Background: an optimization exercise with open tools, aiming at small area, a short achievable clock period and few clock cycles per item. Do not read the settings as production practice. At most, simulation tests tie the RTL to the original design; equivalence was not proved. No activity file was given, so power comes from the tool's default toggle rates.

main:
==> flow/design.v (excerpt) <==
module lc4_ooo_core (
   input  logic        gwe,
   input  logic        rst_n,
   output logic [15:0] imem_addr,
   input  logic [15:0] imem_out,
   output logic        commit_valid,
   output logic [15:0] commit_pc,
   output logic [15:0] commit_insn,
   output logic [15:0] commit_value,
   output logic        commit_we,
   output logic [2:0]  commit_reg,
   output logic [2:0]  commit_nzp
);
   logic [15:0] pc_f;
   logic        d_valid;
   logic [15:0] d_insn;
   logic        x_valid, x_we, x_mulph;
   logic [15:0] x_insn, x_a, x_b;
   logic [7:0]  x_one, x_two, x_neg;    
   logic        c_valid, c_we, c_zero;
   logic [15:0] c_pc, c_insn, c_value;
   logic [15:0] rf [8];
   logic [7:0]  rf_ok;
   logic        x_sub, x_and, x_or, x_xor, x_mul;
   logic        stall, x_wr;
   logic [15:0] sum, res, mul_s, mul_c;
   assign stall = x_valid && x_mul && !x_mulph;    
   assign sum   = x_a + (x_b ^ {16{x_sub}}) + {15'd0, x_sub};
   lc4_mul_csa i_mul (.a(x_a), .one(x_one), .two(x_two), .neg(x_neg), .s(mul_s), .c(mul_c));
   always_comb begin
  ...
Size: about 1400 cells after synthesis, roughly 300 flip-flops, ~90 I/O pins, ~16000 sq um of cells after synthesis.
==> module lc4_ooo_core, before the edit <==
module lc4_ooo_core (
   input  logic        gwe,
   input  logic        rst_n,
   output logic [15:0] imem_addr,
   input  logic [15:0] imem_out,
   output logic        commit_valid,
   output logic [15:0] commit_pc,
   output logic [15:0] commit_insn,
   output logic [15:0] commit_value,
   output logic        commit_we,
   output logic [2:0]  commit_reg,
   output logic [2:0]  commit_nzp
);
   logic [15:0] pc_f;
   logic        d_valid;
   logic [15:0] d_insn;
   logic        x_valid, x_we, x_mulph;
   logic [15:0] x_insn, x_a, x_b;
   logic [7:0]  x_one, x_two, x_neg;    
   logic        c_valid, c_we, c_zero;
   logic [15:0] c_pc, c_insn, c_value;
   logic [15:0] rf [8];
   logic [7:0]  rf_ok;
   logic        x_sub, x_and, x_or, x_xor, x_mul;
   logic        stall, x_wr;
   logic [15:0] sum, res, mul_s, mul_c;
   assign stall = x_valid && x_mul && !x_mulph;    
   assign sum   = x_a + (x_b ^ {16{x_sub}}) + {15'd0, x_sub};
   lc4_mul_csa i_mul (.a(x_a), .one(x_one), .two(x_two), .neg(x_neg), .s(mul_s), .c(mul_c));
   always_comb begin
      if (x_and)
         res = x_a & x_b;
      else if (x_or)
         res = x_a | x_b;
      else if (x_xor)
         res = x_a ^ x_b;
      else
         res = sum;
   end
   assign x_wr = x_valid && x_we && !stall;
   logic [3:0]  d_op;
   logic [2:0]  d_rs, d_rt, d_fn;
   logic [15:0] rf_a, rf_b, d_imm, a_next, b_next;
   logic [7:0]  b_one, b_two, b_neg;
   logic        d_arith, d_logic, d_const, d_imm_sel, d_not, byp_a, byp_b, use_a, d_mul;
   assign d_op      = d_insn[15:12];
   assign d_fn      = d_insn[5:3];
   assign d_rs      = d_insn[8:6];
   assign d_rt      = d_insn[2:0];
   assign d_arith   = (d_op == lc4_pkg::OP_ARITH);
   assign d_logic   = (d_op == lc4_pkg::OP_LOGIC);
   assign d_const   = (d_op == lc4_pkg::OP_CONST);
   assign d_not     = d_logic && (d_fn == 3'b001);
   assign d_mul     = d_arith && (d_fn == 3'b001);
   assign d_imm_sel = d_const || d_not || (d_fn[2] && (d_arith || d_logic));
   assign d_imm     = d_const ? {{7{d_insn[8]}}, d_insn[8:0]} :
                      d_not   ? 16'hffff : {{11{d_insn[4]}}, d_insn[4:0]};
   assign use_a     = !d_const;
   assign rf_a      = (use_a && rf_ok[d_rs]) ? rf[d_rs] : 16'h0000;
   assign rf_b      = rf_ok[d_rt] ? rf[d_rt] : 16'h0000;
   assign byp_a     = use_a && x_wr && (x_insn[11:9] == d_rs);
   assign byp_b     = x_wr && (x_insn[11:9] == d_rt);
   assign a_next    = byp_a ? res : rf_a;
   assign b_next    = d_imm_sel ? d_imm : (byp_b ? res : rf_b);
   lc4_booth i_booth (.b(b_next), .one(b_one), .two(b_two), .neg(b_neg));
   assign imem_addr = pc_f;
   always_ff @(posedge gwe or negedge rst_n) begin
      if (!rst_n) begin
         pc_f    <= lc4_pkg::RESET_PC;
         c_pc    <= lc4_pkg::RESET_PC;
         d_valid <= 1'b0;
         x_valid <= 1'b0;
         x_mulph <= 1'b0;
         c_valid <= 1'b0;
         rf_ok   <= '0;
      end else begin
         pc_f    <= pc_f + {15'd0, !(d_valid && d_mul && !stall)};
         c_pc    <= c_pc + {15'd0, c_valid};
         d_valid <= 1'b1;
         if (!stall)
            x_valid <= d_valid;
         x_mulph <= stall;
         c_valid <= x_valid && !stall;
         if (x_wr)
            rf_ok[x_insn[11:9]] <= 1'b1;
      end
   end
   always_ff @(posedge gwe) begin
      d_insn <= imem_out;
      x_one  <= b_one;
      x_two  <= b_two;
      x_neg  <= b_neg;
      if (stall) begin
         x_a <= mul_s;
         x_b <= mul_c;
      end else begin
         x_insn <= d_insn;
         x_we   <= lc4_pkg::insn_writes_rd(d_insn);
         x_sub  <= d_arith && (d_fn == 3'b010);
         x_mul  <= d_mul;
         x_and  <= d_logic && (d_fn == 3'b000 || d_fn[2]);
         x_or   <= d_logic && (d_fn == 3'b010);
         x_xor  <= d_logic && (d_fn == 3'b011 || d_fn == 3'b001);
         x_a    <= a_next;
         x_b    <= b_next;
      end
      c_insn  <= x_insn;
      c_we    <= x_we;
      c_value <= res;
      c_zero  <= (res == 16'h0000);
      if (x_wr)
         rf[x_insn[11:9]] <= res;
   end
   assign commit_valid = c_valid;
   assign commit_pc    = c_pc;
   assign commit_insn  = c_insn;
   assign commit_value = c_value;
   assign commit_we    = c_we;
   assign commit_reg   = c_insn[11:9];
   assign commit_nzp   = {c_value[15], c_zero, !c_value[15] && !c_zero};
endmodule
export LEC_CHECK = 0
export CAP_MARGIN = 20
export CORE_MARGIN = 2
export CORE_UTILIZATION = 40
export CTS_CLUSTER_DIAMETER = 120
export CTS_CLUSTER_SIZE = 22
export SLEW_MARGIN = 20
create_clock -name core_clock -period 9.0 [get_ports {gwe}]
standard.sh (not shown) runs the stock make flow with config.mk's settings and CLKGATE_MAP_FILE= SYNTH_SCRIPT=/design/flow/synth_recipe.tcl, a recipe that flattens the netlist after the stock synthesis.
==> flow/flow/run.sh <==
#!/bin/bash
# Standard layout (the standard.sh), with plain buffers on the ports and a
# tighter setup repair target. Each tool's output goes to a log in this folder.
set -euo pipefail
bash standard.sh BUFFER_PORTS_ARGS="-buffer_cell sky130_fd_sc_hd__buf_2" SETUP_SLACK_MARGIN=5.5 finish > flow_make.log 2>&1
main: full flow OK, the timing, DRC and antenna checks passed
Testbench counts of main, summed over its fixed seeds: cycles 17,590, items 16,000.
### main -> the feature branch
--- a/flow/design.v
+++ b/flow/design.v
@@ -438,13 +438,12 @@
    logic        x_valid, x_we, x_mulph;
    logic [15:0] x_insn, x_a, x_b;
    logic [7:0]  x_one, x_two, x_neg;    
    logic        c_valid, c_we, c_zero;
    logic [15:0] c_pc, c_insn, c_value;
    logic [15:0] rf [8];
-   logic [7:0]  rf_ok;
    logic        x_sub, x_and, x_or, x_xor, x_mul;
    logic        stall, x_wr;
    logic [15:0] sum, res, mul_s, mul_c;
    assign stall = x_valid && x_mul && !x_mulph;    
    assign sum   = x_a + (x_b ^ {16{x_sub}}) + {15'd0, x_sub};
    lc4_mul_csa i_mul (.a(x_a), .one(x_one), .two(x_two), .neg(x_neg), .s(mul_s), .c(mul_c));
@@ -474,14 +473,14 @@
    assign d_not     = d_logic && (d_fn == 3'b001);
    assign d_mul     = d_arith && (d_fn == 3'b001);
    assign d_imm_sel = d_const || d_not || (d_fn[2] && (d_arith || d_logic));
    assign d_imm     = d_const ? {{7{d_insn[8]}}, d_insn[8:0]} :
                       d_not   ? 16'hffff : {{11{d_insn[4]}}, d_insn[4:0]};
    assign use_a     = !d_const;
-   assign rf_a      = (use_a && rf_ok[d_rs]) ? rf[d_rs] : 16'h0000;
-   assign rf_b      = rf_ok[d_rt] ? rf[d_rt] : 16'h0000;
+   assign rf_a      = use_a ? rf[d_rs] : 16'h0000;
+   assign rf_b      = rf[d_rt];
    assign byp_a     = use_a && x_wr && (x_insn[11:9] == d_rs);
    assign byp_b     = x_wr && (x_insn[11:9] == d_rt);
    assign a_next    = byp_a ? res : rf_a;
    assign b_next    = d_imm_sel ? d_imm : (byp_b ? res : rf_b);
    lc4_booth i_booth (.b(b_next), .one(b_one), .two(b_two), .neg(b_neg));
    assign imem_addr = pc_f;
@@ -490,23 +489,20 @@
          pc_f    <= lc4_pkg::RESET_PC;
          c_pc    <= lc4_pkg::RESET_PC;
          d_valid <= 1'b0;
          x_valid <= 1'b0;
          x_mulph <= 1'b0;
          c_valid <= 1'b0;
-         rf_ok   <= '0;
       end else begin
          pc_f    <= pc_f + {15'd0, !(d_valid && d_mul && !stall)};
          c_pc    <= c_pc + {15'd0, c_valid};
          d_valid <= 1'b1;
          if (!stall)
             x_valid <= d_valid;
          x_mulph <= stall;
          c_valid <= x_valid && !stall;
-         if (x_wr)
-            rf_ok[x_insn[11:9]] <= 1'b1;
       end
    end
    always_ff @(posedge gwe) begin
       d_insn <= imem_out;
       x_one  <= b_one;
       x_two  <= b_two;
@@ -526,14 +522,15 @@
          x_b    <= b_next;
       end
       c_insn  <= x_insn;
       c_we    <= x_we;
       c_value <= res;
       c_zero  <= (res == 16'h0000);
-      if (x_wr)
-         rf[x_insn[11:9]] <= res;
+      for (int i = 0; i < 8; i++)
+         if (!rst_n || (x_wr && x_insn[11:9] == i[2:0]))
+            rf[i] <= res & {16{rst_n}};
    end
    assign commit_valid = c_valid;
    assign commit_pc    = c_pc;
    assign commit_insn  = c_insn;
    assign commit_value = c_value;
    assign commit_we    = c_we;
--- outcome ---
- Compared with main, the feature branch supports a lower clock frequency.
- The feature branch | stages: all done | timing, DRC, antenna: all pass
- NOTE: total global-route track usage in the feature branch exceeds that of main
- Actual slew at the worst max-slew pin down 0.034 ns in the feature branch wrt main
- Diff main..the feature branch | adder-cell share of the synthesized area | negligible
- Taking main as the reference point, the final cell area excluding filler cells of the feature branch falls by 340 sq um.
- Average detailed-routed wire length per instance, the feature branch vs main: up by a few percent
- Setup slack in the feature branch is 0.050 ns lower than in main
- Between the feature branch and main, combinational share of power is lower for main, the feature branch comes in above that.
- Taking main as the reference, in the feature branch final cycle utilization of the critical path has increased, sequential share of layout area has decreased, die area lost 500 sq um, total power moved up.
- The feature branch vs main on clock share of power: the feature branch is the lower one.
- Sort the feature branch and main by via count of the first global-routing pass, descending, and the feature branch comes first.
For the feature branch, only the layout was checked, not whether the RTL still works.

== beta ==
lc4_ooo_core, a different RTL version from the one above (not shown whole).
For scale: roughly 1500 cells after synthesis, roughly 90 I/O pins, ~0.018 mm^2 of cells after synthesis.
==> module lc4_ooo_core, before the edit <==
module lc4_ooo_core (
   input  logic        gwe,
   input  logic        rst_n,
   output logic [15:0] imem_addr,
   input  logic [15:0] imem_out,
   output logic        commit_valid,
   output logic [15:0] commit_pc,
   output logic [15:0] commit_insn,
   output logic [15:0] commit_value,
   output logic        commit_we,
   output logic [2:0]  commit_reg,
   output logic [2:0]  commit_nzp
);
   logic [15:0] pc_f;
   logic        d_valid;
   logic [15:0] d_insn;
   logic        x_valid, x_we, x_mulph;
   logic [15:0] x_insn, x_a, x_b;
   logic [7:0]  x_one, x_two, x_neg;    
   logic        c_valid, c_we, c_zero;
   logic [15:0] c_pc, c_insn, c_value;
   logic [15:0] rf [8];
   logic [7:0]  rf_ok;
   logic        x_sub, x_and, x_or, x_xor, x_mul;
   logic        stall, x_wr;
   logic [15:0] sum, res, mul_s, mul_c, mul_t, m3_s, m3_c, mul_sum;
   assign stall = x_valid && x_mul && !x_mulph;    
   assign sum   = x_a + (x_b ^ {16{x_sub}}) + {15'd0, x_sub};
   lc4_mul_csa i_mul (.a(x_a), .one(x_one), .two(x_two), .neg(x_neg), .s(mul_s), .c(mul_c),
                      .t(mul_t));
   assign m3_s    = x_a ^ x_b ^ c_value;
   assign m3_c    = (x_a & x_b) | (x_a & c_value) | (x_b & c_value);
   assign mul_sum = m3_s + {m3_c[14:0], 1'b0};
   always_comb begin
      if (x_mulph)
         res = mul_sum;
      else if (x_and)
         res = x_a & x_b;
      else if (x_or)
         res = x_a | x_b;
      else if (x_xor)
         res = x_a ^ x_b;
      else
         res = sum;
   end
   assign x_wr = x_valid && x_we && !stall;
   logic [3:0]  d_op;
   logic [2:0]  d_rs, d_rt, d_fn;
   logic [15:0] rf_a, rf_b, d_imm, a_next, b_next;
   logic [7:0]  b_one, b_two, b_neg;
   logic        d_arith, d_logic, d_const, d_imm_sel, d_not, byp_a, byp_b, use_a, d_mul;
   assign d_op      = d_insn[15:12];
   assign d_fn      = d_insn[5:3];
   assign d_rs      = d_insn[8:6];
   assign d_rt      = d_insn[2:0];
   assign d_arith   = (d_op == lc4_pkg::OP_ARITH);
   assign d_logic   = (d_op == lc4_pkg::OP_LOGIC);
   assign d_const   = (d_op == lc4_pkg::OP_CONST);
   assign d_not     = d_logic && (d_fn == 3'b001);
   assign d_mul     = d_arith && (d_fn == 3'b001);
   assign d_imm_sel = d_const || d_not || (d_fn[2] && (d_arith || d_logic));
   assign d_imm     = d_const ? {{7{d_insn[8]}}, d_insn[8:0]} :
                      d_not   ? 16'hffff : {{11{d_insn[4]}}, d_insn[4:0]};
   assign use_a     = !d_const;
   assign rf_a      = (use_a && rf_ok[d_rs]) ? rf[d_rs] : 16'h0000;
   assign rf_b      = rf_ok[d_rt] ? rf[d_rt] : 16'h0000;
   assign byp_a     = use_a && x_wr && (x_insn[11:9] == d_rs);
   assign byp_b     = x_wr && (x_insn[11:9] == d_rt);
   assign a_next    = byp_a ? res : rf_a;
   assign b_next    = d_imm_sel ? d_imm : (byp_b ? res : rf_b);
   lc4_booth i_booth (.b(b_next), .one(b_one), .two(b_two), .neg(b_neg));
   assign imem_addr = pc_f;
   always_ff @(posedge gwe or negedge rst_n) begin
      if (!rst_n) begin
         pc_f    <= lc4_pkg::RESET_PC;
         c_pc    <= lc4_pkg::RESET_PC;
         d_valid <= 1'b0;
         x_valid <= 1'b0;
         x_mulph <= 1'b0;
         c_valid <= 1'b0;
         rf_ok   <= '0;
      end else begin
         pc_f    <= pc_f + {15'd0, !(d_valid && d_mul && !stall)};
         c_pc    <= c_pc + {15'd0, c_valid};
         d_valid <= 1'b1;
         if (!stall)
            x_valid <= d_valid;
         x_mulph <= stall;
         c_valid <= x_valid && !stall;
         if (x_wr)
            rf_ok[x_insn[11:9]] <= 1'b1;
      end
   end
   always_ff @(posedge gwe) begin
      d_insn <= imem_out;
      x_one  <= b_one;
      x_two  <= b_two;
      x_neg  <= b_neg;
      if (stall) begin
         x_a <= mul_s;
         x_b <= mul_c;
      end else begin
         x_insn <= d_insn;
         x_we   <= lc4_pkg::insn_writes_rd(d_insn);
         x_sub  <= d_arith && (d_fn == 3'b010);
         x_mul  <= d_mul;
         x_and  <= d_logic && (d_fn == 3'b000 || d_fn[2]);
         x_or   <= d_logic && (d_fn == 3'b010);
         x_xor  <= d_logic && (d_fn == 3'b011 || d_fn == 3'b001);
         x_a    <= a_next;
         x_b    <= b_next;
      end
      c_insn  <= x_insn;
      c_we    <= x_we;
      c_value <= stall ? mul_t : res;
      c_zero  <= (res == 16'h0000);
      if (x_wr)
         rf[x_insn[11:9]] <= res;
   end
   assign commit_valid = c_valid;
   assign commit_pc    = c_pc;
   assign commit_insn  = c_insn;
   assign commit_value = c_value;
   assign commit_we    = c_we;
   assign commit_reg   = c_insn[11:9];
   assign commit_nzp   = {c_value[15], c_zero, !c_value[15] && !c_zero};
endmodule
Settings: LEC_CHECK=0, CAP_MARGIN=20, CORE_MARGIN=2, CORE_UTILIZATION=40, SLEW_MARGIN=20; clock period 9.0 ns.
Scripts as last shown in full above: flow/flow/run.sh
Modified inputs, gamma compared to beta
--- a/flow/design.v
+++ b/flow/design.v
@@ -412,7 +412,6 @@
    logic [15:0] d_insn;
    logic        x_valid, x_we, x_mulph;
    logic [15:0] x_insn, x_a, x_b;
-   logic [7:0]  x_one, x_two, x_neg;    
    logic        c_valid, c_we, c_zero;
    logic [15:0] c_pc, c_insn, c_value;
    logic [15:0] rf [8];
@@ -422,6 +421,8 @@
    logic [15:0] sum, res, mul_s, mul_c, mul_t, m3_s, m3_c, mul_sum;
    assign stall = x_valid && x_mul && !x_mulph;    
    assign sum   = x_a + (x_b ^ {16{x_sub}}) + {15'd0, x_sub};
+   logic [7:0]  x_one, x_two, x_neg;    
+   lc4_booth i_booth (.b(x_b), .one(x_one), .two(x_two), .neg(x_neg));
    lc4_mul_csa i_mul (.a(x_a), .one(x_one), .two(x_two), .neg(x_neg), .s(mul_s), .c(mul_c),
                       .t(mul_t));
    assign m3_s    = x_a ^ x_b ^ c_value;
@@ -443,7 +444,6 @@
    logic [3:0]  d_op;
    logic [2:0]  d_rs, d_rt, d_fn;
    logic [15:0] rf_a, rf_b, d_imm, a_next, b_next;
-   logic [7:0]  b_one, b_two, b_neg;
    logic        d_arith, d_logic, d_const, d_imm_sel, d_not, byp_a, byp_b, use_a, d_mul;
    assign d_op      = d_insn[15:12];
    assign d_fn      = d_insn[5:3];
@@ -464,7 +464,6 @@
    assign byp_b     = x_wr && (x_insn[11:9] == d_rt);
    assign a_next    = byp_a ? res : rf_a;
    assign b_next    = d_imm_sel ? d_imm : (byp_b ? res : rf_b);
-   lc4_booth i_booth (.b(b_next), .one(b_one), .two(b_two), .neg(b_neg));
    assign imem_addr = pc_f;
    always_ff @(posedge gwe or negedge rst_n) begin
       if (!rst_n) begin
@@ -489,9 +488,6 @@
    end
    always_ff @(posedge gwe) begin
       d_insn <= imem_out;
-      x_one  <= b_one;
-      x_two  <= b_two;
-      x_neg  <= b_neg;
       if (stall) begin
          x_a <= mul_s;
          x_b <= mul_c;
No stage failed in gamma, and the final checks on the layout all came back clean.
gamma vs beta: count of flip-flops and latches down in gamma
Of beta and gamma, the lower starting density of the core belongs to gamma.
The critical path's slowest cell comes out or4_4 in one run and mux2i_1 in the other, namely in beta and gamma respectively.
Delta (gamma minus beta): proportion of cell area occupied by multi-input gates went up; clock group share of total power went down 1.7 points; half-perimeter wire length after placement rose by 4.8%; final worst-path cycle share increased by 0.81 points relative to the old numbers.
Function was not checked in any run of this note: the RTL went through the layout flow alone.

## afterwards: timing with drivers on the ports
No port has a modelled driver above. Below, the same layouts with a new extraction and two added sets of constraints.
Step 1 sets driving cells, clkbuf_16 on the clock port and buf_2 on the other inputs (assumed; they add their load-dependent delay and slew).
Step 2, shift: input delay + t, output delay - t, t = (earliest + latest rising clock arrival at the registers) / 2. This alone moves slack from input paths to output paths.
Slacks: ideal / step 1 / step 2; pairs: ideal / step 1.
| run | t, ns | setup WS [ns] | hold WS [ns] | worst data-port slew with drivers (ns) | pins driven straight from the clock port |
|---|---|---|---|---|---|
| main | 0.557 | 5.613 / 5.613 / 5.613 | 0.349 / 0.349 / 0.349 | 0.05 | 1 |
| the feature branch | 0.573 | 5.563 / 5.563 / 5.481 | 0.346 / 0.346 / 0.346 | 0.05 | 1 |
| beta | 0.604 | 5.468 / 5.468 / 5.468 | 0.333 / 0.333 / 0.333 | 0.05 | 1 |
| gamma | 0.626 | 5.395 / 5.395 / 5.395 | 0.339 / 0.339 / 0.339 | 0.04 | 1 |
After both steps every run listed still meets setup and hold. The setup slack of the feature branch, which loses most, moves by 0.000 ns with the drivers and by -0.082 ns with both steps.
